What follows belongs to an exercise in optimizing a design on an open flow for small area; a production flow would make more cautious choices.
Function was checked by simulation only, so behaviour that the tests miss may differ from the original.
Power is estimated from default activity; no workload was simulated. The clock port is modelled as an ideal driver; clocking choices that lean on that would not hold on a real chip.

==> flow/design.v <==
package dme_pkg;
  typedef enum logic [1:0] {IDLE, ARMED, PAIR} state_e;
  localparam logic MODE_X = 1'b0;
  localparam logic MODE_Y = 1'b1;
  localparam int DEF_SPACING_X   = 12;
  localparam int DEF_SPACING_Y   = 36;
  localparam int DEF_SPACING_TOL = 1;
  localparam int DEF_TIMEOUT     = 4095;
endpackage
module dme_moving_average #(
  parameter int ADC_W    = 12,
  parameter int AVG_LOG2 = 7,
  parameter int EN_DIV   = 100
) (
  input  logic             clk,
  input  logic             reset,
  input  logic             en,
  input  logic [ADC_W-1:0] in,
  output logic [ADC_W-1:0] out
);
  localparam int DEPTH = 1 << AVG_LOG2;
  localparam int SUM_W = ADC_W + AVG_LOG2;
  logic [ADC_W-1:0] oldest;
  logic [SUM_W-1:0] sum_q, sum_d;
  logic [SUM_W:0]   c;
  generate
    if (ADC_W == 12 && AVG_LOG2 == 7 && EN_DIV == 100) begin : g_ring
      localparam int L = 1536;
      logic [L-1:0] ring_q;
      logic         run_q;   
      always_ff @(posedge clk)
        if (reset)   run_q <= 1'b0;
        else if (en) run_q <= 1'b1;
      for (genvar p = 0; p < L; p++) begin : g_pos
        if (p % 512 < 4) begin : g_wr
          always_ff @(posedge clk)
            ring_q[p] <= en ? in[(p / 512) * 4 + p % 512] : ring_q[(p + L - 1) % L];
        end else if (p % 96 == 48) begin : g_clr
          always_ff @(posedge clk) ring_q[p] <= ring_q[p - 1] & run_q;
        end else begin : g_sh
          always_ff @(posedge clk) ring_q[p] <= ring_q[p - 1];
        end
      end
      for (genvar b = 0; b < ADC_W; b++) begin : g_tap
        assign oldest[b] = ring_q[((b / 4) * 512 + b % 4 + 511) % L];
      end
    end else begin : g_shift
      logic [DEPTH-1:0][ADC_W-1:0] win_q;
      always_ff @(posedge clk)
        if (reset)   win_q <= '0;
        else if (en) win_q <= {win_q[DEPTH-2:0], in};
      assign oldest = win_q[DEPTH-1];
    end
  endgenerate
  logic [ADC_W:0] dd, dc;
  always_comb begin
    dc[0] = 1'b1;
    for (int i = 0; i < ADC_W; i++) begin
      dd[i]   = in[i] ^ ~oldest[i] ^ dc[i];
      dc[i+1] = (in[i] & ~oldest[i]) | (in[i] & dc[i]) | (~oldest[i] & dc[i]);
    end
    dd[ADC_W] = ~dc[ADC_W];    
    c[0] = 1'b0;
    for (int i = 0; i < SUM_W; i++) begin
      logic k;
      k = en & ((i <= ADC_W) ? dd[i] : dd[ADC_W]);
      sum_d[i] = sum_q[i] ^ k ^ c[i];
      c[i+1]   = (sum_q[i] & k) | (sum_q[i] & c[i]) | (k & c[i]);
    end
  end
  assign out = sum_q[SUM_W-1:AVG_LOG2];
  always_ff @(posedge clk) begin
    if (reset) sum_q <= '0;
    else        sum_q <= sum_d;
  end
endmodule
module dme_pulse_pair_receiver #(
  parameter int CLK_DIV     = 100,
  parameter int ADC_W       = 12,
  parameter int AVG_LOG2    = 7,
  parameter int SPACING_X   = dme_pkg::DEF_SPACING_X,
  parameter int SPACING_Y   = dme_pkg::DEF_SPACING_Y,
  parameter int SPACING_TOL = dme_pkg::DEF_SPACING_TOL,
  parameter int TIMEOUT     = dme_pkg::DEF_TIMEOUT,
  parameter int CNT_W       = 32
) (
  input  logic             clk,
  input  logic             reset,
  input  logic             start,
  input  logic             mode,
  input  logic [ADC_W-1:0] threshold,
  input  logic [ADC_W-1:0] adc_signal,
  output logic             busy,
  output logic [CNT_W-1:0] p1,
  output logic             valid,
  output logic             timeout,
  output logic [ADC_W-1:0] env
);
  localparam int DIV_W = (CLK_DIV > 1) ? $clog2(CLK_DIV) : 1;
  localparam int EL_W  = $clog2(TIMEOUT + 1);
  localparam int MAX_S = (SPACING_Y > SPACING_X) ? SPACING_Y : SPACING_X;
  localparam int D_W   = $clog2(MAX_S + SPACING_TOL + 3);
  localparam logic [D_W-1:0] LO_X  = D_W'(SPACING_X - SPACING_TOL);
  localparam logic [D_W-1:0] HI_X  = D_W'(SPACING_X + SPACING_TOL);
  localparam logic [D_W-1:0] LO_Y  = D_W'(SPACING_Y - SPACING_TOL);
  localparam logic [D_W-1:0] HI_Y  = D_W'(SPACING_Y + SPACING_TOL);
  localparam logic [D_W-1:0] OUT_X = D_W'(SPACING_X + SPACING_TOL + 1);
  localparam logic [D_W-1:0] OUT_Y = D_W'(SPACING_Y + SPACING_TOL + 1);
  localparam logic [EL_W-1:0] TMO = EL_W'(TIMEOUT);
  dme_pkg::state_e  state_q;
  logic [DIV_W-1:0] div_q, div_next;
  logic             se, hit, edge_ev, above_q, mode_q;
  logic [EL_W-1:0]  elapsed_q, elapsed_inc, t1, p1_q;
  logic [D_W-1:0]   d_q, d_inc;
  logic             valid_q, timeout_q;
  logic             in_win, past_win, tmo_hit;
  dme_moving_average #(.ADC_W(ADC_W), .AVG_LOG2(AVG_LOG2), .EN_DIV(CLK_DIV)) u_avg (
    .clk   (clk),
    .reset (reset),
    .en    (se),
    .in    (adc_signal),
    .out   (env)
  );
  generate
    if (CLK_DIV == 100) begin : g_lfsr
      assign se       = (div_q == 7'b1001011);
      assign div_next = {div_q[5:0], ~(div_q[6] ^ div_q[5])};
    end else begin : g_cnt
      assign se       = (div_q == DIV_W'(CLK_DIV - 1));
      assign div_next = div_q + DIV_W'(1);
    end
  endgenerate
  logic [ADC_W:0]  hc;
  logic [EL_W:0]   ec, bc;
  logic [D_W:0]    dc;
  always_comb begin
    hc[0] = 1'b1;
    for (int i = 0; i < ADC_W; i++)
      hc[i+1] = (env[i] & ~threshold[i]) | (env[i] & hc[i]) | (~threshold[i] & hc[i]);
    ec[0] = 1'b1;
    for (int i = 0; i < EL_W; i++) begin
      elapsed_inc[i] = elapsed_q[i] ^ ec[i];
      ec[i+1]        = elapsed_q[i] & ec[i];
    end
    dc[0] = 1'b1;
    for (int i = 0; i < D_W; i++) begin
      d_inc[i] = d_q[i] ^ dc[i];
      dc[i+1]  = d_q[i] & dc[i];
    end
    bc[0] = 1'b0;
    for (int i = 0; i < EL_W; i++) begin
      logic di;
      di = (i < D_W) ? d_q[i] : 1'b0;
      t1[i]   = elapsed_q[i] ^ di ^ bc[i];
      bc[i+1] = (~elapsed_q[i] & di) | (~elapsed_q[i] & bc[i]) | (di & bc[i]);
    end
  end
  assign hit      = hc[ADC_W];
  assign edge_ev  = hit & ~above_q;
  assign in_win   = mode_q ? (d_q >= LO_Y && d_q <= HI_Y) : (d_q >= LO_X && d_q <= HI_X);
  assign past_win = mode_q ? (d_q == OUT_Y) : (d_q == OUT_X);
  assign tmo_hit  = (elapsed_q == TMO);
  assign busy    = (state_q != dme_pkg::IDLE);
  assign p1      = CNT_W'(p1_q);
  assign valid   = valid_q;
  assign timeout = timeout_q;
  always_ff @(posedge clk) begin
    if (reset) begin
      div_q   <= '0;
      above_q <= 1'b0;
    end else begin
      div_q <= se ? '0 : div_next;
      if (se) above_q <= hit;
    end
  end
  always_ff @(posedge clk)
    if (se) d_q <= edge_ev ? D_W'(1) : d_inc;
  always_ff @(posedge clk)
    if (state_q == dme_pkg::IDLE) elapsed_q <= '0;
    else if (se)                  elapsed_q <= elapsed_inc;
  always_ff @(posedge clk)
    if (state_q == dme_pkg::IDLE && start) mode_q <= mode;
  always_ff @(posedge clk) begin
    if (reset) begin
      state_q   <= dme_pkg::IDLE;
      p1_q      <= '0;
      valid_q   <= 1'b0;
      timeout_q <= 1'b0;
    end else begin
      valid_q   <= 1'b0;
      timeout_q <= 1'b0;
      unique case (state_q)
        dme_pkg::IDLE: if (start) state_q <= dme_pkg::ARMED;
        dme_pkg::ARMED: if (se) begin
          if (tmo_hit) begin
            timeout_q <= 1'b1;
            state_q   <= dme_pkg::IDLE;
          end else if (edge_ev) begin
            state_q <= dme_pkg::PAIR;
          end
        end
        dme_pkg::PAIR: if (se) begin
          if (edge_ev && in_win) begin
            p1_q    <= t1;
            valid_q <= 1'b1;
            state_q <= dme_pkg::IDLE;
          end else if (tmo_hit) begin
            timeout_q <= 1'b1;
            state_q   <= dme_pkg::IDLE;
          end else if (!edge_ev && past_win) begin
            state_q <= dme_pkg::ARMED;
          end
        end
        default: state_q <= dme_pkg::IDLE;
      endcase
    end
  end
endmodule
==> flow/flow/run.sh <==
#!/bin/bash
# Own layout flow: the standard ORFS flow (standard.sh) with these changes:
#  - synthesis is synth_recipe.tcl unchanged except that its ABC call runs the
#    area-oriented script flow/area.abc (the registers are mapped before ABC,
#    so they come out the same as in the standard synthesis);
#  - port buffers are buf_1 (buffer_ports otherwise picks a 10 um2 delay buffer);
#  - clock tree synthesis clusters sinks in groups of up to 34 within 80 um and
#    adds no dummy loads;
#  - the outputs tied to 0 (p1[31:12]) share one tie cell.
# Each tool's full log stays under orfs/logs; make's output goes to standard.log.
set -euo pipefail
here=$(pwd)
{
  cat <<'TCL'
proc abc {args} {
  set i [lsearch -exact $args -script]
  if { $i >= 0 } {
    set args [lreplace $args $i [expr {$i + 1}] -script $::env(MY_ABC_SCRIPT)]
  }
  yosys abc {*}$args
}
TCL
  cat synth_recipe.tcl
} > own_synth.tcl
sed "s#SYNTH_SCRIPT=[^ ]*#SYNTH_SCRIPT=$here/own_synth.tcl#" standard.sh > own_standard.sh
export MY_ABC_SCRIPT="$here/flow/area.abc"
export BUFFER_PORTS_ARGS="-buffer_cell sky130_fd_sc_hd__buf_1"
export SKIP_REPAIR_TIE_FANOUT=1
export CTS_ARGS="-sink_clustering_enable -repair_clock_nets -dont_use_dummy_load -sink_clustering_size 34 -sink_clustering_max_diameter 80"
bash own_standard.sh finish > standard.log 2>&1
==> flow/flow/area.abc <==
strash
dc2
dch -f
map -a
amap
topo
==> flow/standard.sh <==
#!/bin/bash
# synth_recipe.tcl (not shown) runs the flow's synth.tcl, then flattens the netlist and writes it again
# the make line also repeats each setting of config.mk as NAME=value (left out here)
make -C /OpenROAD-flow-scripts/flow DESIGN_CONFIG=/design/flow/config.mk WORK_HOME=/design/flow/orfs CLKGATE_MAP_FILE= SYNTH_SCRIPT=/design/flow/synth_recipe.tcl "${@:-finish}"
==> flow/config.mk <==
export PLATFORM = sky130hd
export DESIGN_NAME = dme_pulse_pair_receiver
export DESIGN_NICKNAME = dme_pulse_pair_receiver
export VERILOG_FILES = /design/flow/design.v
export SDC_FILE = /design/flow/constraint.sdc
export NUM_CORES = 4
export LEC_CHECK = 0
export CAP_MARGIN = 20
export CORE_MARGIN = 2
export CORE_UTILIZATION = 70
export SLEW_MARGIN = 20
==> flow/constraint.sdc <==
create_clock -name core_clock -period 10.0 [get_ports {clk}]
set_input_delay 2.0000 -clock core_clock [delete_from_list [all_inputs] [get_ports {clk}]]
set_output_delay 2.0000 -clock core_clock [all_outputs]
set_load 0.01 [all_outputs]
==> flow_results.org, run 1 <==
** Detailed routing
- Via count of the routed design :: 11.9k
- In this run the remaining antenna-violating nets after routing total 0.
- In the routed design, unresolved DRC markers number 0.
- Average routed wire per standard cell :: 14.6 um
- The routed design has 39200 um of wire.
- Violation count after the first detailed-route iteration :: 559
- After detailed routing, the number of vias per cell comes to 4.44.
- The first detailed-routing pass ran for 4 iterations.

** Die
- The floorplan step defined a die boundary enclosing 51200 um2.
- Once the floorplan was initialized, standard cells occupied 70.8% of the core.
- Cell row count :: 81
- Die Wd :: 226 um
- The core region is 48800 um2.
- Io pins :: 75
- The die is 226 um tall.

** Global routing
- The global routing stage identified its most utilized layer as met1.
- Met1 track utilization from global routing :: 24.3%
- The via count of the first global-routing pass is 12.4k.
- For this run, global-route usage on met2 was measured as 24.3%.
- The first global-routing pass estimated 65300 um of wire.
- Global routing consumed, on the met3 layer, 2.63% of the routing resources.
- GRT Residual Overflow :: 0
- Maximum number of pins on one net before global-route repair :: 43
- The initial antenna violation count came to 0.
- Global Route Usage Sum :: 16.1%

** Placement
- At the end of routability-driven placement, the weighted congestion stood at 0.782.
- IO buf count :: 54
- Once placement finished, the instance area stood at 35500 um2.
- Summed over all nets, the half-perimeter wirelength after detailed placement is 18900 um.

** Synthesis
- Async set-or-reset flop fraction in the synthesized netlist :: 0%
- Synthesized area per cell :: 17.9 um2
- Main flop type after synthesis :: sky130_fd_sc_hd__dfxtp_1
- After synthesis, the largest area contributor takes up 92.1% of total cell area.
- Synthesized cell area :: 34600 um2
- sky130_fd_sc_hd__dfxtp_1 takes more of the synthesized area than any other cell.
- In this run, distinct cell masters in the synthesized netlist total 31.
- Number of synthesized flops with an enable pin :: 7
- The cell count after synthesis came out at 1936.
- In this run, synthesis produced a sequential element count of 1599.
- For this run, the number of Yosys warnings is 2.
- When the netlist entered floorplanning its net count stood at 2026.
- Leading cell types by total area after synthesis :: sky130_fd_sc_hd__dfxtp_1 (92%), sky130_fd_sc_hd__fa_1 (1.9%), sky130_fd_sc_hd__ha_1 (1.0%), sky130_fd_sc_hd__nor2b_1 (0.90%), sky130_fd_sc_hd__buf_4 (0.69%)
- Proportion of synthesized chip area in sequential cells :: 92.7%

** Hold path
- Worst min path class :: flip-flop to flip-flop
- Start point of the worst hold path :: u_avg.g_ring.ring_q[127]
- The worst hold path terminates at u_avg.g_ring.ring_q[128].
- The worst hold path passes through 0 cells.

** Setup path
- STA classifies the critical path endpoint as a flip-flop.
- Type of the worst setup path :: primary input to flip-flop
- Logic depth of the worst register-to-register path :: 25
- In this run the critical register-to-register path is launched from u_avg.g_ring.ring_q[511].
- Crit path max-delay cell type :: sky130_fd_sc_hd__fa_1
- Among the stages of the critical path, the cell type that occurs most often is sky130_fd_sc_hd__fa_1.
- At the worst endpoint, the required time is 10530 ps.
- CP Data Arrival Time :: 10030 ps
- Across all register-to-register paths, the minimum setup slack is 1670 ps.
- Capturing point of the worst reg2reg path :: u_avg.sum_q[18]
- Along the worst path, the maximum fanout reaches 2.
- Peak per-stage delay on the critical path :: 430 ps
- The worst setup path is launched from a primary input.

** Power and ir drop
- Summed over all cells, the static leakage comes to 14.5 nW.
- For this design the ratio of total power to cell area is 247 nW/um2.
- Peak supply drop :: 0.211 mV
- Power comes to 9.08 mW.

** Clock tree
- Clock buffer count from CTS :: 53
- TritonCTS built the clock tree.
- Clk sinks :: 1599
- Max Root-Sink Buffers :: 3
- Clock transition at path regs :: 110 ps
- The clock reaches the later pin of the worst-skew pair after 640 ps.
- In this run the post-CTS setup repair buffer count came out at 0.
- The H-tree was split into 2 levels.
- Root Buffer :: sky130_fd_sc_hd__clkbuf_16
- Hold buffer count at CTS :: 0
- Post-CTS repair changed the size of 0 cells.

** Finish
- Fillcell total :: 2811
- Antenna cells :: 0
- Layout area overhead :: 6.28%
- Net count of the finished layout :: 2109
- Cells with a size suffix above 1 make up 3.02% of the layout.
- Once layout is done, the placed cells without fillers occupy 36800 um2.
- Post-layout utilization of the core :: 75.3%

** STA
- Final hold vios :: 0
- Across the routed clock network, the largest skew measured is 40.2 ps.
- Relative slew slack :: 55.1%
- Count of pins over their slew limit :: 0
- Final count of negative-setup-slack endpoints :: 0
- Measured slew at the worst slew-check pin :: 670 ps
- F_max :: 105 MHz
- RSZ-0062 raised after global routing :: no
- Final-layout setup total negative slack :: 0 ps
- Period minus WS final :: 9500 ps
- After layout, the worst path uses 95.0% of the clock period.

** Outcome
- Run status :: complete, no violations

** Flow run
- # Max-Cap Violations :: 0
power breakdown:
group	internal (mW)	leakage [nW]	switching (mW)	total, mW
clock network	0.962	0.653	1.66	2.62
registers	6.38	12.9	0.00430	6.38
logic	0.0278	0.998	0.0551	0.0829
total	7.37	14.5	1.72	9.08
synthesized netlist by cell type (all sizes together) (3+ instances only):
| cell type | instances |
|---|---|
| dfxtp | 1592 |
| clkinv | 53 |
| nor2b | 50 |
| o21ai | 36 |
| fa | 33 |
| buf | 32 |
| a21oi | 30 |
| ha | 29 |
| nor2 | 23 |
| nand2 | 14 |
| edfxtp | 7 |
| nand4 | 4 |
| nor3 | 3 |
worst max-delay path by stage:
stage | from | end | slack, ps | cells past startpoint
after global placement | adc_signal[0] | u_avg.sum_q[18] | -110 | 27
final | adc_signal[0] | u_avg.sum_q[18] | 500 | 27
after global routing | adc_signal[0] | u_avg.sum_q[18] | 130 | 27
after floorplan | adc_signal[0] | u_avg.sum_q[18] | 190 | 26
after detailed placement | adc_signal[0] | u_avg.sum_q[18] | -150 | 27
after CTS | adc_signal[0] | u_avg.sum_q[18] | 480 | 27
per-stage QoR:
step | hold slack [ps] | worst slack [ps] | instances
after floorplan | 310 | 192 | 1936
after global placement | 311 | -113 | 2628
after detailed placement | 312 | -152 | 2628
after CTS | 304 | 479 | 2681
after global routing | 314 | 125 | 2681
final | 307 | 498 | 2681
cell families after synthesis:
kind of cell               after synthesis  synth area share (%)
adders and majority gates               62                  2.96
AOI/OAI and AO/OA                       87                  1.48
buffers and inverters                   85                  1.27
and+or+nand+nor                        102                  1.59
DFF                                   1599                  92.7
other                                    1                0.0108
layout by cell type (no fill, tap or decap), types with 2 or more instances in the layout:
| cell type | count |
|---|---|
| sky130_fd_sc_hd__dfxtp_1 | 1592 |
| sky130_fd_sc_hd__buf_1 | 54 |
| sky130_fd_sc_hd__clkinv_1 | 53 |
| sky130_fd_sc_hd__clkbuf_16 | 53 |
| sky130_fd_sc_hd__nor2b_1 | 50 |
| sky130_fd_sc_hd__o21ai_0 | 36 |
| sky130_fd_sc_hd__fa_1 | 33 |
| sky130_fd_sc_hd__a21oi_1 | 30 |
| sky130_fd_sc_hd__ha_1 | 29 |
| sky130_fd_sc_hd__nor2_1 | 22 |
| sky130_fd_sc_hd__nand2_1 | 14 |
| sky130_fd_sc_hd__edfxtp_1 | 7 |
| sky130_fd_sc_hd__buf_4 | 6 |
| sky130_fd_sc_hd__nand4_1 | 4 |
| sky130_fd_sc_hd__nor3_1 | 3 |
| sky130_fd_sc_hd__o22ai_1 | 2 |
| sky130_fd_sc_hd__a22o_1 | 2 |
| sky130_fd_sc_hd__a221oi_1 | 2 |
| sky130_fd_sc_hd__o21bai_1 | 2 |
| sky130_fd_sc_hd__o22a_1 | 2 |
| sky130_fd_sc_hd__a222oi_1 | 2 |
| sky130_fd_sc_hd__a221o_1 | 2 |
| sky130_fd_sc_hd__o221a_1 | 2 |
| sky130_fd_sc_hd__and3_1 | 2 |
| sky130_fd_sc_hd__nand3b_1 | 2 |
| sky130_fd_sc_hd__a211oi_1 | 2 |
cell type report:
class	instances	area (um2)	share of cell area [%]
flip-flops and latches	1599	32100	87.2
multi-input cells	252	2100	5.70
clock buffers	53	1330	3.61
well taps	664	831	2.26
repair buffers	60	248	0.674
inverters	53	199	0.541
metal layers:
layer / vias to the layer above / part of all wire (%)
li1: 6092 / -
met4: 0 / 2.3
met3: 67 / 2.6
met2: 79 / 43
met1: 5678 / 52
met5: - / 0
critical path, delay by kind of cell:
family | cells | cell delay, ps
AND/OR/NAND/NOR | 2 | 260
adder cells (fa/ha/maj) | 19 | 7240
buffers and inverters | 4 | 340
AO/OA/AOI/OAI | 2 | 190
state kept, by name, summed over array words and instances, names as in the netlist:
name	flops
u_avg.g_ring.ring_q	1536
u_avg.sum_q	19
elapsed_q	12
p1_q	12
div_q	7
d_q	6
state_q	2
above_q	1
mode_q	1
timeout_q	1
u_avg.g_ring.run_q	1
valid_q	1
==> run 2: changes to the inputs <==
--- a/flow/design.v
+++ b/flow/design.v
@@ -111,7 +111,8 @@
   logic [DIV_W-1:0] div_q, div_next;
   logic             se, hit, edge_ev, above_q, mode_q;
   logic [EL_W-1:0]  elapsed_q, elapsed_inc, t1, p1_q;
-  logic [D_W-1:0]   d_q, d_inc;
+  logic [D_W-1:0]   t1l_q, d;
+  logic [EL_W-D_W-1:0] t1h;
   logic             valid_q, timeout_q;
   logic             in_win, past_win, tmo_hit;
   dme_moving_average #(.ADC_W(ADC_W), .AVG_LOG2(AVG_LOG2), .EN_DIV(CLK_DIV)) u_avg (
@@ -132,7 +133,6 @@
   endgenerate
   logic [ADC_W:0]  hc;
   logic [EL_W:0]   ec, bc;
-  logic [D_W:0]    dc;
   always_comb begin
     hc[0] = 1'b1;
     for (int i = 0; i < ADC_W; i++)
@@ -142,23 +142,21 @@
       elapsed_inc[i] = elapsed_q[i] ^ ec[i];
       ec[i+1]        = elapsed_q[i] & ec[i];
     end
-    dc[0] = 1'b1;
+    bc[0] = 1'b0;
     for (int i = 0; i < D_W; i++) begin
-      d_inc[i] = d_q[i] ^ dc[i];
-      dc[i+1]  = d_q[i] & dc[i];
-    end
-    bc[0] = 1'b0;
-    for (int i = 0; i < EL_W; i++) begin
-      logic di;
-      di = (i < D_W) ? d_q[i] : 1'b0;
-      t1[i]   = elapsed_q[i] ^ di ^ bc[i];
-      bc[i+1] = (~elapsed_q[i] & di) | (~elapsed_q[i] & bc[i]) | (di & bc[i]);
-    end
+      d[i]    = elapsed_q[i] ^ t1l_q[i] ^ bc[i];
+      bc[i+1] = (~elapsed_q[i] & t1l_q[i]) | (~elapsed_q[i] & bc[i]) | (t1l_q[i] & bc[i]);
+    end
+    for (int i = D_W; i < EL_W; i++) begin
+      t1h[i-D_W] = elapsed_q[i] ^ bc[i];
+      bc[i+1]    = ~elapsed_q[i] & bc[i];
+    end
+    t1 = {t1h, t1l_q};
   end
   assign hit      = hc[ADC_W];
   assign edge_ev  = hit & ~above_q;
-  assign in_win   = mode_q ? (d_q >= LO_Y && d_q <= HI_Y) : (d_q >= LO_X && d_q <= HI_X);
-  assign past_win = mode_q ? (d_q == OUT_Y) : (d_q == OUT_X);
+  assign in_win   = mode_q ? (d >= LO_Y && d <= HI_Y) : (d >= LO_X && d <= HI_X);
+  assign past_win = mode_q ? (d == OUT_Y) : (d == OUT_X);
   assign tmo_hit  = (elapsed_q == TMO);
   assign busy    = (state_q != dme_pkg::IDLE);
   assign p1      = CNT_W'(p1_q);
@@ -174,7 +172,7 @@
     end
   end
   always_ff @(posedge clk)
-    if (se) d_q <= edge_ev ? D_W'(1) : d_inc;
+    if (se && edge_ev) t1l_q <= elapsed_q[D_W-1:0];
   always_ff @(posedge clk)
     if (state_q == dme_pkg::IDLE) elapsed_q <= '0;
     else if (se)                  elapsed_q <= elapsed_inc;
--- a/flow/config.mk
+++ b/flow/config.mk
@@ -5,7 +5,7 @@
 export SDC_FILE = /design/flow/constraint.sdc
 export NUM_CORES = 4
 export LEC_CHECK = 0
-export CAP_MARGIN = 20
+export CAP_MARGIN = 5
 export CORE_MARGIN = 2
 export CORE_UTILIZATION = 70
-export SLEW_MARGIN = 20
+export SLEW_MARGIN = 5
==> run 2 against run 1 <==
  * Via count shrank 0.93%
  * Worst setup slack lost 170 ps
  * Synthesized area shrank 0.30%
  * Core utilization decreased by 0.25 points
  * Critical path depth shrank 1
  * Global-route usage shrank 0.060 points
  * Wire length rose by 0.56%
  * Synthesized cell count fell by 0.72%
  * Sequential cell count unchanged
  * Fmax is 1.8% lower
==> flow_results.org, run 2 <==
** Flow run
- # Max-Cap Violations :: 0 (unchanged)

** Synthesis
- The number of flip-flops and latches in the synthesized netlist came to 1599 (unchanged).
- Post-synthesis net count :: 2005 (-1.0%)
- The synthesized design spends more area on one cell type than any other, namely sky130_fd_sc_hd__dfxtp_1.
- Cell variety after synth :: 32 (+3.2%)
- Count of warnings emitted by yosys :: 2 (unchanged)
- Number of synthesized flops with an enable pin :: 7 (unchanged)
- sky130_fd_sc_hd__dfxtp_1 is the most common cell in the netlist.
- Async set-or-reset flop fraction in the synthesized netlist :: 0% (unchanged)
- By area the synthesized netlist is led by sky130_fd_sc_hd__dfxtp_1 (92%), sky130_fd_sc_hd__fa_1 (1.9%), sky130_fd_sc_hd__nor2b_1 (0.83%), sky130_fd_sc_hd__ha_1 (0.80%), sky130_fd_sc_hd__buf_4 (0.70%).
- The area share of the leading cell type in the synthesized netlist came to 92.4% (+0.28 points).
- Synthesized area per cell :: 18.0 um2 (+0.43%)
- Synthesized cell area :: 34500 um2 (-0.30%)
- Sorting the synthesized cells by how often they occur yields sky130_fd_sc_hd__dfxtp_1 (1592), sky130_fd_sc_hd__clkinv_1 (59), sky130_fd_sc_hd__nor2b_1 (46).
- The share of the yosys chip area belonging to registers came to 93.0% (+0.28 points).
- Main flop type after synthesis :: sky130_fd_sc_hd__dfxtp_1
- The synthesized instance count was 1922 (-0.72%).

** Finish
- Share of layout cells above drive strength 1 :: 3.00% (-0.024 points)
- The library cells used most frequently in the layout, excluding fill and tap cells, are sky130_fd_sc_hd__dfxtp_1 (1592), sky130_fd_sc_hd__clkinv_1 (59), sky130_fd_sc_hd__buf_1 (54).
- Non-filler instance count after layout :: 2664 (-0.63%)
- The flip-flop count of the largest register, all copies and words added came to 1536 (unchanged).
- Post-layout utilization of the core :: 75.1% (-0.25 points)
- The antenna diode instance count was 0 (unchanged).
- Register ranked first by flip-flop count :: u_avg.g_ring.ring_q
- Registers with the most flip-flops :: u_avg.g_ring.ring_q (1536), u_avg.sum_q (19)
- The layout overhead on the synthesized area came to 6.25% (about the same).
- The layout net count is 2085 (-1.1%).
- Leaving out fill and tap cells, the most frequent cell in the layout is sky130_fd_sc_hd__dfxtp_1.
- Final Cell Area :: 36700 um2 (-0.33%)

** Power and ir drop
- Overall power of the completed layout :: 9.08 mW (about the same)
- The register share of total power was 70.3% (about the same).
- The switching fraction of total power came to 18.9% (about the same).
- Clock network fraction of design power :: 28.9% (about the same)
- Areal power density over the cells :: 248 nW/um2 (+0.28%)
- Logic gate share of total power :: 0.9% (about the same)
- Peak supply drop :: 0.244 mV (+16%)
- The switching power total is 1.72 mW (-0.14%).
- The internal power component was 7.36 mW (about the same).
- Leakage component of the power :: 14.5 nW (-0.39%)

** Placement
- Post-Place Cells :: 2611 (-0.65%)
- IO buf count :: 54 (unchanged)
- The final weighted congestion in routability-driven placement was 0.783 (+0.10%).
- Post-DP Area :: 35300 um2 (-0.36%)
- Placed wire-length estimate :: 19300 um (+1.8%)
- The pre-CTS setup slack is -341 ps (-188 ps).

** STA
- The worst hold slack after final layout was 309 ps (+2.04 ps).
- Worst Clk Skew :: 41.0 ps (+0.801 ps)
- Relative slew slack :: 51.7% (-3.4 points)
- The clock period minus worst slack is 9680 ps (+175 ps).
- The total negative slack for setup checks is 0 ps (unchanged).
- Count of pins over their slew limit :: 0 (unchanged)
- The final count of hold timing violations is 0 (unchanged).
- The measured slew at the worst slew-check pin came to 720 ps (+50.2 ps).
- Setup slack after layout :: 323 ps (-175 ps)
- The count of endpoints failing setup in the final report came to 0 (unchanged).
- Setup repair after global routing left no endpoint under its margin.
- F_max :: 103 MHz (-1.8%)
- Portion of the clock cycle consumed by the worst path in the final layout :: 96.8% (+1.7 points)

** Hold path
- The min-delay analysis places its worst path in the category flip-flop to flip-flop.
- In this run the most critical hold path is launched from u_avg.g_ring.ring_q[336].

** Global routing
- Vias in the first global route :: 12.0k (-3.3%)
- Global Route Usage Sum :: 16.1% (-0.060 points)
- Initial antenna violation count :: 1 (+1)
- The wire length of the first global-routing pass is 64500 um (-1.2%).
- Maximum number of pins on one net before global-route repair :: 45 (+4.7%)
- GRT Residual Overflow :: 0 (unchanged)

** Detailed routing
- The average vias per placed instance came to 4.43 (-0.30%).
- Violation count after the first detailed-route iteration :: 588 (+5.2%)
- The total vias in the final route is 11.8k (-0.93%).
- The total DRC errors in the routed layout is 0 (unchanged).
- Remaining antenna violation count :: 0 (unchanged)
- Pre-antenna DRT Iters :: 5 (+1)
- Final Routed Wirelength :: 39400 um (+0.56%)
- The average routed wire per standard cell is 14.8 um (+1.2%).

** Die
- The number of core rows was 81 (unchanged).
- Die Wd :: 226 um (-0.15%)
- Die footprint :: 51100 um2 (-0.30%)
- The starting density of the core came to 70.6% (-0.21 points).
- The total core area is 48800 um2 (unchanged).
- The count of boundary I/O pins came to 75 (unchanged).
- Height of the die :: 226 um (-0.15%)

** Clock tree
- The tree is rooted in a sky130_fd_sc_hd__clkbuf_16.
- H-tree depth reported by CTS :: 2 (unchanged)
- The sink count of the clock tree came to 1599 (unchanged).
- Max Root-Sink Buffers :: 3 (unchanged)
- Post CTS Setup Buffer Count :: 0 (unchanged)
- Clock transition at path regs :: 110 ps (about the same)
- TritonCTS built the clock tree.
- Worst skew pair latency :: 640 ps (about the same)
- Clock buffer count from CTS :: 53 (unchanged)

** Setup path
- The critical path is of the primary input to flip-flop type.
- In this run the critical register-to-register path is launched from div_q[5].
- STA classifies the critical path endpoint as a flip-flop.
- The worst setup path is launched from a primary input.
- Maximum fanout encountered on the critical timing path :: 2 (unchanged)
- In this run the worst setup path begins at adc_signal[0].
- The data required time of the critical path came to 10520 ps (about the same).
- The data arrival at the endpoint of the critical path was 10190 ps (+160 ps).

** Outcome
- The run finished with no timing, DRC or antenna violations.
## run 2: cell count changes after synthesis, sizes merged, moves of 4 or more
| cell | previous run | this run |
|---|---|---|
| clkinv | 53 | 59 |
| ha | 29 | 22 |
| nand2 | 14 | 4 |
| nor2 | 23 | 30 |
| nor2b | 50 | 46 |
| o21ai | 36 | 24 |
| o221a | 2 | 7 |
## run 2: repair_timing
| item | in CTS | in global routing |
|---|---|---|
| gates resized for setup | 0 | 3 |
| hold buffers | 0 | 0 |
| endpoints found under the setup margin | 0 | 1 |
## run 2: cell type report
| type | instances | area, um2 |
|---|---|---|
| Sequential cell | 1599 | 32100 |
| Fill cell | 2775 | 12200 |
| Inverter | 59 | 221 |
| Tap cell | 664 | 831 |
| Clock buffer | 53 | 1330 |
| Multi-Input combinational cell | 232 | 1980 |
| Timing Repair Buffer | 57 | 225 |
## run 2: power by group through the flow
| stage | Sequential [mW] | Clock (mW) | Combinational [mW] |
|---|---|---|---|
| after floorplan | 6.52 | 0 | 0.0579 |
| after global placement | 6.52 | 0 | 0.0744 |
| after detailed placement | 6.53 | 0 | 0.0791 |
| after CTS | 6.38 | 2.69 | 0.0799 |
| after global routing | 6.38 | 2.89 | 0.0897 |
| final | 6.38 | 2.62 | 0.0789 |
## run 2: path summary, 6_finish.rpt
| kind | to | slack (ps) | cells after the start |
|---|---|---|---|
| max | u_avg.sum_q[18] | 320 | 26 |
| max reg2reg | u_avg.sum_q[18] | 1420 | 27 |
| min reg2reg | u_avg.g_ring.ring_q[337] | 310 | 0 |
| min | u_avg.g_ring.ring_q[337] | 310 | 0 |
## run 2: worst max-delay path: stages
cell                       delay (ps)
sky130_fd_sc_hd__buf_1             80
sky130_fd_sc_hd__clkinv_1         100
sky130_fd_sc_hd__ha_1             220
sky130_fd_sc_hd__clkinv_1          60
sky130_fd_sc_hd__fa_1             390
sky130_fd_sc_hd__nor2b_1          150
sky130_fd_sc_hd__fa_1             410
sky130_fd_sc_hd__fa_1             400
sky130_fd_sc_hd__fa_2             390
sky130_fd_sc_hd__fa_1             390
sky130_fd_sc_hd__fa_1             390
sky130_fd_sc_hd__fa_1             390
sky130_fd_sc_hd__fa_1             400
sky130_fd_sc_hd__fa_1             400
sky130_fd_sc_hd__fa_1             390
sky130_fd_sc_hd__fa_1             390
sky130_fd_sc_hd__fa_1             410
sky130_fd_sc_hd__fa_1             390
sky130_fd_sc_hd__fa_1             380
sky130_fd_sc_hd__fa_1             390
sky130_fd_sc_hd__fa_1             390
sky130_fd_sc_hd__fa_1             400
sky130_fd_sc_hd__fa_1             430
sky130_fd_sc_hd__nor2_1           140
sky130_fd_sc_hd__a21oi_2           50
sky130_fd_sc_hd__a211oi_1         230
## run 2: cell families (layout without fill, tap and decap cells)
kind of cell    Yosys count  in the layout  share of synthesized area (%)
simple gates             97             97                           1.51
compound gates           79             79                           1.46
buf+inv                  91            169                           1.34
other cells               1              1                         0.0109
fa+ha+maj                55             55                           2.71
flops                  1599           1599                           93.0
## run 2: routing by layer
metal | part of all wire, % | GRT usage [%] | wire length (um)
met5 | 0 | 0 | 0
met3 | 3.0 | 2.68 | 1170
met1 | 52 | 24.7 | 20700
met4 | 2.1 | 4.71 | 813
met2 | 43 | 23.8 | 16800
==> run 3: changes to the inputs <==
--- a/flow/config.mk
+++ b/flow/config.mk
@@ -5,7 +5,9 @@
 export SDC_FILE = /design/flow/constraint.sdc
 export NUM_CORES = 4
 export LEC_CHECK = 0
-export CAP_MARGIN = 5
+export CAP_MARGIN = 20
 export CORE_MARGIN = 2
 export CORE_UTILIZATION = 70
-export SLEW_MARGIN = 5
+export GPL_ROUTABILITY_DRIVEN = 0
+export GPL_TIMING_DRIVEN = 0
+export SLEW_MARGIN = 20
==> run 3 against run 2 <==
  * Highest routed layer unchanged
  * First-iteration DRC count is 8.3% lower
  * Power is 0.11% lower
  * Still clean
  * Global-route usage is 0.18 points lower
  * Core utilization is 0.45 points higher
==> flow_results.org, run 3 <==
** Outcome
- Run status :: complete, no violations

** Setup path
- Maximum fanout encountered on the critical timing path :: 2 (unchanged)
- The data arrival at the endpoint of the critical path is 10180 ps (about the same).
- STA classifies the critical path startpoint as a primary input.
- Slack of the worst reg-to-reg path :: 1170 ps (-250 ps)
- The worst setup path is captured at a flip-flop.
- On the critical path, the stage with the largest delay is an instance of sky130_fd_sc_hd__fa_1.
- Peak per-stage delay on the critical path :: 440 ps (about the same)
- The worst setup path is of the primary input to flip-flop kind.
- The cell that appears most often on the critical path is sky130_fd_sc_hd__fa_1.
- The data required time of the critical path came to 10520 ps (about the same).

** Finish
- More flip-flops sit in one register than any other, and that register is u_avg.g_ring.ring_q.
- Number of flip-flops in the largest register :: 1536 (unchanged)
- Layout area overhead :: 6.89%
- Highest-count cells in the layout ignoring fill and taps :: sky130_fd_sc_hd__dfxtp_1 (1592), sky130_fd_sc_hd__clkinv_1 (58), sky130_fd_sc_hd__clkbuf_16 (53), sky130_fd_sc_hd__buf_1 (53), sky130_fd_sc_hd__nor2b_1 (46)
- Most common cell after layout, fill and taps aside :: sky130_fd_sc_hd__dfxtp_1
- Share of layout cells above drive strength 1 :: 4.38% (+1.4 points)
- The antenna diode instance count is 0 (unchanged).
- Net count of the finished layout :: 2115 (+1.4%)
- Registers with the most flip-flops :: u_avg.g_ring.ring_q (1536), u_avg.sum_q (19)
- The finished layout cell area was 36900 um2 (+0.60%).
- Post-layout utilization of the core :: 75.5% (+0.45 points)

** Clock tree
- Worst skew pair latency :: 630 ps (about the same)
- Clk sinks :: 1599 (unchanged)
- The clock-pin transition on the worst setup and hold timing paths is 110 ps (about the same).
- The count of cells resized by post-cts repair was 0 (unchanged).
- CTS placed an instance of sky130_fd_sc_hd__clkbuf_16 at the clock tree root.
- The number of buffers inserted for hold repair after clock tree synthesis was 0 (unchanged).
- The number of buffers on the longest clock path is 3 (unchanged).
- Clock buffer count from CTS :: 53 (unchanged)
- The post-CTS setup-driven buffer insertion count was 0 (unchanged).
- The number of H-tree levels came to 2 (unchanged).
- Clock tree from TritonCTS :: yes

** STA
- Setup repair after global routing left no endpoint under its margin.
- Measured slew at the worst slew-check pin :: 794 ps (+73.7 ps)
- The clock period minus worst slack was 9660 ps (-17.2 ps).
- The max-slew violation count was 0 (unchanged).
- The total negative slack for setup checks was 0 ps (unchanged).
- Relative slew slack :: 46.8% (-4.9 points)
- The maximum frequency from static timing analysis was 104 MHz (+0.18%).
- Portion of the clock cycle consumed by the worst path in the final layout :: 96.6% (-0.17 points)
- Final hold vios :: 0 (unchanged)
- The final clock skew was 29.0 ps (-12.0 ps).
- The count of endpoints failing setup in the final report is 0 (unchanged).
- The final worst-path setup slack is 340 ps (+17.2 ps).

** Die
- The area enclosed by the die boundary was 51100 um2 (unchanged).
- The die height came to 226 um (unchanged).
- Io pins :: 75 (unchanged)
- Cell row count :: 81 (unchanged)
- Die Wd :: 226 um (unchanged)
- The total core area is 48800 um2 (unchanged).
- The starting density of the core came to 70.6% (unchanged).

** Synthesis
- The count of yosys warnings during synthesis was 2 (unchanged).
- Dominant cell by count in the synthesized netlist :: sky130_fd_sc_hd__dfxtp_1
- Main flop type after synthesis :: sky130_fd_sc_hd__dfxtp_1
- Fraction of post-synthesis cell area in the top cell type by area :: 92.4% (unchanged)
- Of all cell types, the one taking the most synthesized area is sky130_fd_sc_hd__dfxtp_1.
- Sorting the synthesized cells by area gives the leading types as sky130_fd_sc_hd__dfxtp_1 (92%), sky130_fd_sc_hd__fa_1 (1.9%), sky130_fd_sc_hd__nor2b_1 (0.83%), sky130_fd_sc_hd__ha_1 (0.80%), sky130_fd_sc_hd__buf_4 (0.70%).
- The share of the yosys chip area belonging to registers was 93.0% (unchanged).
- Post-Syn Instances :: 1922 (unchanged)
- Synthesized cell area :: 34500 um2 (unchanged)
- By count the netlist is led by sky130_fd_sc_hd__dfxtp_1 (1592), sky130_fd_sc_hd__clkinv_1 (59), sky130_fd_sc_hd__nor2b_1 (46).
- The mean area per synthesized cell came to 18.0 um2 (unchanged).
- Async set-or-reset flop fraction in the synthesized netlist :: 0% (unchanged)
- The number of nets in the synthesized netlist came to 2005 (unchanged).
- Number of synthesized flops with an enable pin :: 7 (unchanged)
- The number of distinct library cells after synthesis was 32 (unchanged).
- The number of flip-flops and latches in the synthesized netlist was 1599 (unchanged).

** Detailed routing
- The iteration count of the initial detailed-routing pass is 5 (unchanged).
- Final Routed Wirelength :: 38900 um (-1.3%)
- The starting DRC count in detailed routing is 539 (-8.3%).
- The total vias in the final route is 11.9k (+0.70%).
- Post-detailed-route via-to-cell ratio :: 4.41 (-0.42%)
- DRC violations left :: 0 (unchanged)
- Average routed wire per standard cell :: 14.4 um (-2.4%)
- Remaining antenna violation count :: 0 (unchanged)

** Hold path
- Worst min path class :: flip-flop to flip-flop

** Placement
- The pre-CTS setup slack came to -324 ps (+16.8 ps).
- Post-DP Area :: 35600 um2 (+0.64%)
- The port buffer count is 54 (unchanged).
- Placed wire-length estimate :: 19300 um (+0.32%)

** Power and ir drop
- The worst IR drop on VDD came to 0.178 mV (-27%).
- Leakage component of the power :: 14.6 nW (+1.2%)
- The power density normalized to cell area is 246 nW/um2 (-0.70%).

** Global routing
- First-pass GRT wire length :: 64000 um (-0.81%)
- The global-route congestion overflow total was 0 (unchanged).
- The via count of the first global-routing pass came to 12.1k (+1.1%).
- The maximum number of pins on one net before global-route repair was 61 (+36%).
- Initial antenna violation count :: 0 (-1)
- The total global routing track utilization was 15.9% (-0.18 points).

** Flow run
- The number of max-cap violations came to 0 (unchanged).
[run 3: cell counts after synthesis]
Identical to the previous run, type by type.
[run 3: logic make-up (layout without fill, tap and decap cells)]
logic type                 after synthesis  in the layout  synth area share, %
adders and majority gates               55             55                 2.71
buffers and inverters                   91            199                 1.34
DFF                                   1599           1599                 93.0
AOI/OAI and AO/OA                       79             79                 1.46
other                                    1              1               0.0109
and+or+nand+nor                         97             97                 1.51
[run 3: final cells by class]
class	count	area (um2)
flip-flops and latches	1599	32100
fillers	2823	12000
multi-input cells	232	1970
clock buffers	53	1330
well taps	664	831
plain buffers	32	240
inverters	59	223
repair buffers	55	211
[run 3: layer usage]
metal | global-route usage [%] | share of wire, %
met1 | 24.4 | 53
met2 | 23.5 | 42
met3 | 2.64 | 2.9
met4 | 4.86 | 2.1
met5 | 0 | 0
[run 3: worst max-delay path: cells and delay by family]
kind / cells / cell delay [ps]
adder cells (fa/ha/maj): 19 / 7350
buffers and inverters: 3 / 240
AND/OR/NAND/NOR: 2 / 220
AO/OA/AOI/OAI: 2 / 370
[run 3: stage by stage]
step | power, mW | std cells | hold WS, ps
2_1_floorplan | 6.58 | 1922 | 310
3_3_place_gp | 6.60 | 2640 | 311
6_report | 9.07 | 2694 | 318
5_1_grt | 9.36 | 2694 | 323
3_5_place_dp | 6.61 | 2641 | 312
4_1_cts | 9.16 | 2694 | 314
[run 3: final timing paths]
check                                           endpoint                startpoint  cells past startpoint
worst min-delay path            u_avg.g_ring.ring_q[401]  u_avg.g_ring.ring_q[400]                      0
worst max-delay path                     u_avg.sum_q[18]             adc_signal[0]                     26
worst max register to register           u_avg.sum_q[18]                  div_q[5]                     27
worst min register to register  u_avg.g_ring.ring_q[401]  u_avg.g_ring.ring_q[400]                      0
[run 3: power by group]
| part | total, mW | internal, mW | switching, mW |
|---|---|---|---|
| Combinational | 0.0840 | 0.0298 | 0.0542 |
| Clock | 2.61 | 0.962 | 1.64 |
| Sequential | 6.38 | 6.38 | 0.00432 |
| Total | 9.07 | 7.37 | 1.70 |
==> run 4: changes to the inputs <==
--- a/flow/config.mk
+++ b/flow/config.mk
@@ -8,6 +8,4 @@
 export CAP_MARGIN = 20
 export CORE_MARGIN = 2
 export CORE_UTILIZATION = 70
-export GPL_ROUTABILITY_DRIVEN = 0
-export GPL_TIMING_DRIVEN = 0
 export SLEW_MARGIN = 20
==> run 4 against run 3 <==
  * Still clean on timing, DRC and antenna
  * Fmax is 0.18% lower
  * Final cell count decreased by 1.1%
  * Register-to-register slack better by 250 ps
  * Non-clock buffer count is 30 lower
  * Via count fell by 0.70%
  * Critical path depth did not move
  * Sequential share of layout area rose by 0.52 points
  * Final area fell by 0.59%
  * Synthesized area unchanged
  * Largest power group unchanged
  * Highest routed layer unchanged
==> flow_results.org, run 4 <==
** Outcome
- Run status :: complete, no violations

** Power and ir drop
- Overall power of the completed layout :: 9.08 mW (+0.11%)
- The power density normalized to cell area is 248 nW/um2 (+0.71%).
- Leakage component of the power :: 14.5 nW (-1.2%)
- The register share of total power came to 70.3% (about the same).
- The internal power component was 7.36 mW (about the same).
- The share of total power in combinational logic came to 0.9% (about the same).
- Peak supply drop :: 0.244 mV (+37%)
- The clock group share of total power is 28.9% (+0.2 points).
- The switching fraction of total power came to 18.9% (+0.13 points).
- Switching Power :: 1.72 mW (+0.83%)

** Global routing
- Maximum number of pins on one net before global-route repair :: 45 (-26%)
- GR met2 Demand/Resource :: 23.8% (+0.38 points)
- Vias in the first global route :: 12.0k (-1.1%)
- The global-route congestion overflow total is 0 (unchanged).
- Initial antenna violation count :: 1 (+1)
- The global routing met1 resource utilization was 24.7% (+0.27 points).
- The wire length of the first global-routing pass was 64500 um (+0.82%).
- Most heavily used metal layer in global routing :: met1
- Met3 Use GR :: 2.68% (+0.039 points)
- The total global routing track utilization is 16.1% (+0.18 points).

** Die
- The number of core rows came to 81 (unchanged).
- Initial core utilization :: 70.6% (unchanged)
- Height of the die :: 226 um (unchanged)
- Placeable Area :: 48800 um2 (unchanged)
- The width of the chip is 226 um (unchanged).
- The area enclosed by the die boundary was 51100 um2 (unchanged).
- The count of boundary I/O pins is 75 (unchanged).

** Setup path
- Launching instance or port of the critical path :: adc_signal[0]
- CP Capture Type :: flip-flop
- Crit path max-delay cell type :: sky130_fd_sc_hd__fa_1
- Capturing point of the worst reg2reg path :: u_avg.sum_q[18]
- The kind of cell with the highest combined delay along the critical path is adder cells.
- Critical path endpoint :: u_avg.sum_q[18]
- The count of cells along the worst register-to-register path came to 27 (unchanged).
- The cell that appears most often on the critical path is sky130_fd_sc_hd__fa_1.
- CP Data Arrival Time :: 10190 ps (about the same)
- Slack of the worst reg-to-reg path :: 1420 ps (+250 ps)
- The count of cell instances traversed by the critical path was 26 (unchanged).
- By startpoint and endpoint, the worst setup path is classified as primary input to flip-flop.
- Crit path launch type :: primary input
- Req. time, crit path :: 10520 ps (about the same)
- The worst register-to-register path begins at div_q[5].
- The combined buffer and inverter count along the critical path is 3 (unchanged).
- Maximum fanout encountered on the critical timing path :: 2 (unchanged)
- Peak per-stage delay on the critical path :: 430 ps (about the same)

** Synthesis
- Combinational family with the most area after synthesis :: adder cells
- Leading cell types by total area after synthesis :: sky130_fd_sc_hd__dfxtp_1 (92%), sky130_fd_sc_hd__fa_1 (1.9%), sky130_fd_sc_hd__nor2b_1 (0.83%), sky130_fd_sc_hd__ha_1 (0.80%), sky130_fd_sc_hd__buf_4 (0.70%)
- sky130_fd_sc_hd__dfxtp_1 is the most common cell in the netlist.
- Yosys reg bits :: 1599 (unchanged)
- Xor and xnor fraction of the mapped netlist area :: 0% (unchanged)
- Fraction of the mapped netlist area in compound gates :: 1.46% (unchanged)
- Count of warnings emitted by yosys :: 2 (unchanged)
- Fraction of synthesized area in multiplexers :: 0% (unchanged)
- The share of synthesized cell area in and, or, nand and nor gates was 1.51% (unchanged).
- Proportion of synthesized chip area in sequential cells :: 93.0% (unchanged)
- The synthesized instance count is 1922 (unchanged).
- Synthesized area per cell :: 18.0 um2 (unchanged)
- Async set-or-reset flop fraction in the synthesized netlist :: 0% (unchanged)
- Fraction of post-synthesis cell area in the top cell type by area :: 92.4% (unchanged)
- Post-synth top cells :: sky130_fd_sc_hd__dfxtp_1 (1592), sky130_fd_sc_hd__clkinv_1 (59), sky130_fd_sc_hd__nor2b_1 (46)
- Number of synthesized flops with an enable pin :: 7 (unchanged)
- Of all cell types, the one taking the most synthesized area is sky130_fd_sc_hd__dfxtp_1.
- Cell variety after synth :: 32 (unchanged)
- The post-synthesis share of cell area spent on full adders, half adders and majority gates is 2.71% (unchanged).
- Main flop type after synthesis :: sky130_fd_sc_hd__dfxtp_1
- Synthesized cell area :: 34500 um2 (unchanged)
- The number of nets in the synthesized netlist was 2005 (unchanged).

** Finish
- Highest-count cells in the layout ignoring fill and taps :: sky130_fd_sc_hd__dfxtp_1 (1592), sky130_fd_sc_hd__clkinv_1 (59), sky130_fd_sc_hd__buf_1 (54)
- Number of flip-flops in the largest register :: 1536 (unchanged)
- The share of post-route cells with drive strength above 1 is 3.00% (-1.4 points).
- Antenna cells :: 0 (unchanged)
- The number of filler cells placed in the layout was 2775 (-1.7%).
- Registers with the most flip-flops :: u_avg.g_ring.ring_q (1536), u_avg.sum_q (19)
- Net count of the finished layout :: 2085 (-1.4%)
- Sequential cell area in the final layout :: 32100 um2 (unchanged)
- Combined area of the multi-input logic cells :: 1980 um2 (+0.44%)
- The area growth from synthesis to layout is 6.25%.
- The number of cells in the finished layout apart from fillers came to 2664 (-1.1%).
- Leaving out fill and tap cells, the most frequent cell in the layout is sky130_fd_sc_hd__dfxtp_1.
- The register with the most flip-flops in the final layout is u_avg.g_ring.ring_q.

** Detailed routing
- The total DRC errors in the routed layout was 0 (unchanged).
- The iteration count of the initial detailed-routing pass came to 5 (unchanged).
- The average routed wire per standard cell was 14.8 um (+2.4%).
- Violation count after the first detailed-route iteration :: 588 (+9.1%)
- Post-detailed-route via-to-cell ratio :: 4.43 (+0.42%)
- Via count of the routed design :: 11.8k (-0.70%)
- The remaining antenna violation count was 0 (unchanged).
- Final Routed Wirelength :: 39400 um (+1.3%)

** STA
- The maximum frequency from static timing analysis came to 103 MHz (-0.18%).
- The max-slew violation count is 0 (unchanged).
- The clock period minus worst slack came to 9680 ps (+17.2 ps).
- The count of endpoints failing setup in the final report came to 0 (unchanged).
- The normalized max-slew margin was 51.7% (+4.9 points).
- The measured slew at the worst slew-check pin came to 720 ps (-73.7 ps).
- Portion of the clock cycle consumed by the worst path in the final layout :: 96.8% (+0.17 points)
- Setup repair after global routing left no endpoint under its margin.
- WHS :: 309 ps (-9.16 ps)
- The final count of hold timing violations was 0 (unchanged).
- The final clock skew came to 41.0 ps (+12.0 ps).

** Clock tree
- The post-CTS setup-driven buffer insertion count was 0 (unchanged).
- The number of buffers created by CTS was 53 (unchanged).
- Clock tree from TritonCTS :: yes
- Clk sinks :: 1599 (unchanged)
- H-tree depth reported by CTS :: 2 (unchanged)
- Max Root-Sink Buffers :: 3 (unchanged)
- Worst skew pair latency :: 640 ps (about the same)
- The tree is rooted in a sky130_fd_sc_hd__clkbuf_16.
- Clock transition at path regs :: 110 ps (about the same)

** Placement
- The HPWL reported at the end of detailed placement was 19300 um (-0.32%).
- IO buf count :: 54 (unchanged)
- Routability congestion estimate from global placement :: 0.783
- The cell count after placement was 2611 (-1.1%).

** Hold path
- Worst min path class :: flip-flop to flip-flop

** Flow run
- The number of max-cap violations is 0 (unchanged).
[run 4: how the worst min path moves through the flow]
stage | slack (ps) | to | from | cells after the start
floorplan | 310 | u_avg.g_ring.ring_q[1000] | u_avg.g_ring.ring_q[999] | 0
global placement | 310 | u_avg.g_ring.ring_q[891] | u_avg.g_ring.ring_q[890] | 0
detailed placement | 310 | u_avg.g_ring.ring_q[1000] | u_avg.g_ring.ring_q[999] | 0
CTS | 310 | u_avg.g_ring.ring_q[1419] | u_avg.g_ring.ring_q[1418] | 0
global route | 320 | u_avg.g_ring.ring_q[1419] | u_avg.g_ring.ring_q[1418] | 0
finish | 310 | u_avg.g_ring.ring_q[337] | u_avg.g_ring.ring_q[336] | 0
[run 4: power groups by stage]
stage	registers, mW	logic, mW	clock network (mW)
CTS	6.38	0.0799	2.69
finish	6.38	0.0789	2.62
global route	6.38	0.0897	2.89
global placement	6.52	0.0744	0
floorplan	6.52	0.0579	0
detailed placement	6.53	0.0791	0
[run 4: cells by family after synthesis]
| group | after synthesis |
|---|---|
| DFF | 1599 |
| and+or+nand+nor | 97 |
| buffers and inverters | 91 |
| AOI/OAI and AO/OA | 79 |
| adders and majority gates | 55 |
| other | 1 |
[run 4: per-stage QoR]
step	worst slack [ps]	util (%)	cell area, um2	setup TNS [ps]
2_1_floorplan	220	-	34500	0
3_3_place_gp	-192	72.3	35300	-192
3_5_place_dp	-341	72.3	35300	-470
4_1_cts	301	75.0	36700	0
5_1_grt	28.5	75.1	36700	0
6_report	323	75.1	36700	0
[run 4: repair_timing]
action,CTS,global route
hold buffers,0,0
endpoints found under the setup margin,0,1
resized for setup,0,3
[run 4: layout make-up]
cell class | instances | share of cell area [%]
clock buffers | 53 | 3.62
inverters | 59 | 0.604
multi-input cells | 232 | 5.40
flip-flops and latches | 1599 | 87.5
well taps | 664 | 2.27
repair buffers | 57 | 0.614
[run 4: worst register-to-register path, stage by stage, from the launching register on]
cell	delay (ps)
sky130_fd_sc_hd__dfxtp_1	320
sky130_fd_sc_hd__clkinv_1	110
sky130_fd_sc_hd__nand4_1	110
sky130_fd_sc_hd__nor4_2	40
sky130_fd_sc_hd__buf_4	180
sky130_fd_sc_hd__clkinv_1	280
sky130_fd_sc_hd__nor2_1	100
sky130_fd_sc_hd__ha_1	210
sky130_fd_sc_hd__fa_1	380
sky130_fd_sc_hd__fa_1	400
sky130_fd_sc_hd__fa_2	390
sky130_fd_sc_hd__fa_1	390
sky130_fd_sc_hd__fa_1	390
sky130_fd_sc_hd__fa_1	390
sky130_fd_sc_hd__fa_1	400
sky130_fd_sc_hd__fa_1	400
sky130_fd_sc_hd__fa_1	390
sky130_fd_sc_hd__fa_1	390
sky130_fd_sc_hd__fa_1	410
sky130_fd_sc_hd__fa_1	400
sky130_fd_sc_hd__fa_1	390
sky130_fd_sc_hd__fa_1	390
sky130_fd_sc_hd__fa_1	390
sky130_fd_sc_hd__fa_1	400
sky130_fd_sc_hd__fa_1	430
sky130_fd_sc_hd__nor2_1	140
sky130_fd_sc_hd__a21oi_2	50
sky130_fd_sc_hd__a211oi_1	240
[run 4: per-layer routing]
layer  up-vias  part of all wire (%)
li1       6045                     -
met1      5578                    52
met2       110                    43
met3        72                   3.0
met4         0                   2.1
met5         -                     0
==> run 5: changes to the inputs <==
--- a/flow/config.mk
+++ b/flow/config.mk
@@ -7,5 +7,5 @@
 export LEC_CHECK = 0
 export CAP_MARGIN = 20
 export CORE_MARGIN = 2
-export CORE_UTILIZATION = 70
+export CORE_UTILIZATION = 65
 export SLEW_MARGIN = 20
==> run 5 against run 4 <==
  * Critical path depth is the same
  * Core utilization shrank 5.2 points
  * Fmax grew 0.87%
  * Final cell count grew 0.98%
  * Non-clock buffer count grew 1
  * Wire length shrank 10%
  * Sequential share of layout area shrank 0.13 points
  * Via count shrank 0.10%
  * Clock skew grew 24 ps
  * First-iteration DRC count shrank 7.0%
  * Synthesized cell count is the same
  * Power is essentially flat
==> flow_results.org, run 5 <==
** Outcome
- Run status :: complete, no violations

** Finish
- Counting flops per register, the top entry is u_avg.g_ring.ring_q.
- The sequential cell area in the final layout came to 32100 um2 (unchanged).
- The share of post-route cells with drive strength above 1 is 2.95% (-0.053 points).
- The antenna diode instance count was 0 (unchanged).
- The multi-input logic area is 1970 um2 (-0.44%).
- Most common cell after layout, fill and taps aside :: sky130_fd_sc_hd__dfxtp_1
- Net count of the finished layout :: 2087 (+0.096%)
- Registers with the most flip-flops :: u_avg.g_ring.ring_q (1536), u_avg.sum_q (19)
- Highest-count cells in the layout ignoring fill and taps :: sky130_fd_sc_hd__dfxtp_1 (1592), sky130_fd_sc_hd__clkinv_1 (59), sky130_fd_sc_hd__clkbuf_16 (54), sky130_fd_sc_hd__buf_1 (54), sky130_fd_sc_hd__nor2b_1 (46)
- The flip-flop count of the largest register, all copies and words added is 1536 (unchanged).
- The number of filler cells placed in the layout came to 3482 (+25%).
- From synthesis to final layout, the design area changed by 6.41%.
- The number of cells in the finished layout apart from fillers is 2690 (+0.98%).

** STA
- Final hold vios :: 0 (unchanged)
- Worst Clk Skew :: 65.1 ps (+24.1 ps)
- Setup repair after global routing left no endpoint under its margin.
- The final worst-path cycle share came to 95.9% (-0.83 points).
- The count of endpoints failing setup in the final report was 0 (unchanged).
- Measured slew at the worst slew-check pin :: 750 ps (+30.3 ps)
- The max-slew violation count is 0 (unchanged).
- The clock period minus worst slack was 9590 ps (-83.0 ps).
- F_max :: 104 MHz (+0.87%)
- The normalized max-slew margin was 49.4% (-2.3 points).

** Detailed routing
- Post-detailed-route via-to-cell ratio :: 4.38 (-1.1%)
- The total detailed-routing wirelength came to 35400 um (-10%).
- The remaining antenna violation count came to 0 (unchanged).
- Average routed wire per standard cell :: 13.2 um (-11%)
- The total vias in the final route is 11.8k (-0.10%).
- Violation count after the first detailed-route iteration :: 547 (-7.0%)
- The iteration count of the initial detailed-routing pass is 4 (-1).
- DRC violations left :: 0 (unchanged)

** Setup path
- Peak per-stage delay on the critical path :: 430 ps (about the same)
- Among the stages of the critical path, the cell type that occurs most often is sky130_fd_sc_hd__fa_1.
- Crit path launch type :: primary input
- The worst setup path is captured at a flip-flop.
- Among all stages on the critical path, the largest delay is contributed by sky130_fd_sc_hd__fa_1.
- Type of the worst setup path :: primary input to flip-flop
- Worst path buffer plus inverter count :: 3 (unchanged)
- The worst-path maximum fanout came to 2 (unchanged).
- Req. time, crit path :: 10510 ps (about the same)
- Family with the most delay on the worst path :: adder cells
- The data arrival at the endpoint of the critical path came to 10110 ps (-80 ps).

** Placement
- The cell count after placement came to 2636 (+0.96%).
- IO buf count :: 54 (unchanged)
- The HPWL reported at the end of detailed placement is 18300 um (-4.8%).
- The final weighted congestion in routability-driven placement was 0.761 (-2.8%).

** Synthesis
- Most area-hungry cell type in the Yosys netlist :: sky130_fd_sc_hd__dfxtp_1
- The xor/xnor cell area share of the yosys netlist came to 0% (unchanged).
- The synthesized instance count is 1922 (unchanged).
- For this run, the leading register cell type out of synthesis is sky130_fd_sc_hd__dfxtp_1.
- Synthesized cell area :: 34500 um2 (unchanged)
- Post-synth top cells :: sky130_fd_sc_hd__dfxtp_1 (1592), sky130_fd_sc_hd__clkinv_1 (59), sky130_fd_sc_hd__nor2b_1 (46)
- The number of flops mapped to enable cells by yosys is 7 (unchanged).
- Fraction of synthesized area in multiplexers :: 0% (unchanged)
- The post-synthesis async set-or-reset flop share came to 0% (unchanged).
- The count of yosys warnings during synthesis was 2 (unchanged).
- The number of flip-flops and latches in the synthesized netlist came to 1599 (unchanged).
- The share of synthesized cell area in and, or, nand and nor gates was 1.51% (unchanged).
- After synthesis, the largest family of logic cells by area is adder cells.
- The mean area per synthesized cell came to 18.0 um2 (unchanged).
- Proportion of synthesized chip area in sequential cells :: 93.0% (unchanged)
- In the post-synthesis netlist, the biggest area contributors are sky130_fd_sc_hd__dfxtp_1 (92%), sky130_fd_sc_hd__fa_1 (1.9%), sky130_fd_sc_hd__nor2b_1 (0.83%), sky130_fd_sc_hd__ha_1 (0.80%), sky130_fd_sc_hd__buf_4 (0.70%).
- The number of nets in the synthesized netlist was 2005 (unchanged).
- The area share of the leading cell type in the synthesized netlist came to 92.4% (unchanged).
- Fraction of the mapped netlist area in compound gates :: 1.46% (unchanged)
- The post-synthesis share of cell area spent on full adders, half adders and majority gates is 2.71% (unchanged).
- Yosys instantiated no cell more often than sky130_fd_sc_hd__dfxtp_1.
- The number of distinct library cells after synthesis came to 32 (unchanged).

** Clock tree
- The number of H-tree levels came to 2 (unchanged).
- The latest clock arrival within the worst-skew pair is 630 ps (about the same).
- Max Root-Sink Buffers :: 3 (unchanged)
- The sink count of the clock tree was 1599 (unchanged).
- Clock transition at path regs :: 110 ps (about the same)
- The count of cells resized by post-cts repair was 0 (unchanged).
- The number of buffers created by CTS was 54 (+1.9%).
- Clock tree from TritonCTS :: yes
- Root Buffer :: sky130_fd_sc_hd__clkbuf_16
- The number of buffers inserted for hold repair after clock tree synthesis came to 0 (unchanged).
- The post-CTS setup-driven buffer insertion count is 0 (unchanged).

** Die
- Die Wd :: 234 um (+3.7%)
- Height of the die :: 234 um (+3.7%)
- The total core area was 52600 um2 (+7.6%).
- Cell row count :: 84 (+3.7%)
- Io pins :: 75 (unchanged)
- The starting density of the core came to 65.7% (-5.0 points).
- Die footprint :: 54900 um2 (+7.6%)

** Global routing
- The via count of the first global-routing pass is 11.4k (-5.0%).
- First-pass GRT wire length :: 58000 um (-10%)
- The initial antenna violation count was 0 (-1).
- Global Route Usage Sum :: 13.2% (-2.9 points)
- GRT Residual Overflow :: 0 (unchanged)
- Maximum number of pins on one net before global-route repair :: 59 (+31%)

** Power and ir drop
- Peak supply drop :: 0.206 mV (-15%)
- Leakage component of the power :: 14.5 nW (+0.13%)
- The power density normalized to cell area was 247 nW/um2 (-0.14%).
- Overall power of the completed layout :: 9.08 mW (about the same)

** Hold path
- In this run the worst hold path is classified as flip-flop to flip-flop.

** Flow run
- The number of max-cap violations is 0 (unchanged).
## run 5: cell counts after synthesis
Identical to the previous run, type by type.
## run 5: path summary, 6_finish.rpt
path,startpoint,to,slack (ps),cells after the start
worst max-delay path,adc_signal[0],u_avg.sum_q[18],410,26
worst min-delay path,u_avg.g_ring.ring_q[656],u_avg.g_ring.ring_q[657],260,0
worst min register to register,u_avg.g_ring.ring_q[656],u_avg.g_ring.ring_q[657],260,0
worst max register to register,u_avg.g_ring.ring_q[511],u_avg.sum_q[18],1600,24
## run 5: area by class of cell
class                      instances  share of cell area [%]
sequential                      1599                    87.4
multi-input combinational        232                    5.36
clock buffer                      54                    3.68
timing repair buffer              58                   0.634
inverter                          59                   0.603
tap                              688                    2.34
## run 5: cells by family after synthesis
logic type / after synthesis
and+or+nand+nor: 97
DFF: 1599
adders and majority gates: 55
other: 1
AOI/OAI and AO/OA: 79
buffers and inverters: 91
## run 5: routing by layer
layer  global-route usage, %  share of wire [%]  routed length (um)
met5                       0                  0                   0
met2                    17.6                 38               13400
met1                    21.4                 56               19900
met4                    4.15                2.1                 753
met3                    2.82                3.6                1280
## run 5: power breakdown
group / internal, mW / switching, mW
Combinational: 0.0253 / 0.0567
Sequential: 6.38 / 0.00403
Clock: 0.978 / 1.64
## run 5: stage by stage
step	hold slack, ps	util (%)	setup slack [ps]	setup TNS (ps)	instance area, um2
after CTS	258	69.9	443	0	36700
after global routing	255	69.9	133	0	36700
after global placement	311	67.3	-167	-167	35400
after floorplan	310	-	220	0	34500
final	259	69.9	406	0	36700
after detailed placement	312	67.3	-209	-214	35400

-- separate check: timing with driven ports --
Ports are ideal in the flow. The routed layouts listed here were re-timed in OpenROAD.
Step 1, drivers: a clkbuf_16 drives clk and a buf_2 each remaining input, both assumed.
Step 2 times the ports against the registers' clock, not the clock port: input delays grow and output delays shrink by t, the midpoint of the rising clock arrivals with the driver on.
Three values: ideal ports, drivers, drivers and shift; two values: the first two.
run | t (ns) | setup WS [ns] | worst setup path after step 2 | latest minus earliest clock arrival (ns) | cell pins on the clock port's net
run 1 | 0.666 | 0.498 / 0.531 / -0.135 | input to register | 0.068 / 0.068 | 1
run 2 | 0.674 | 0.323 / 0.350 / -0.324 | input to register | 0.055 / 0.054 | 1
run 3 | 0.663 | 0.340 / 0.367 / -0.296 | input to register | 0.048 / 0.048 | 1
run 4 | 0.674 | 0.323 / 0.350 / -0.324 | input to register | 0.055 / 0.054 | 1
run 5 | 0.652 | 0.406 / 0.441 / -0.211 | input to register | 0.067 / 0.068 | 1
With both steps, setup timing fails in every run listed, where it was met with ideal ports.
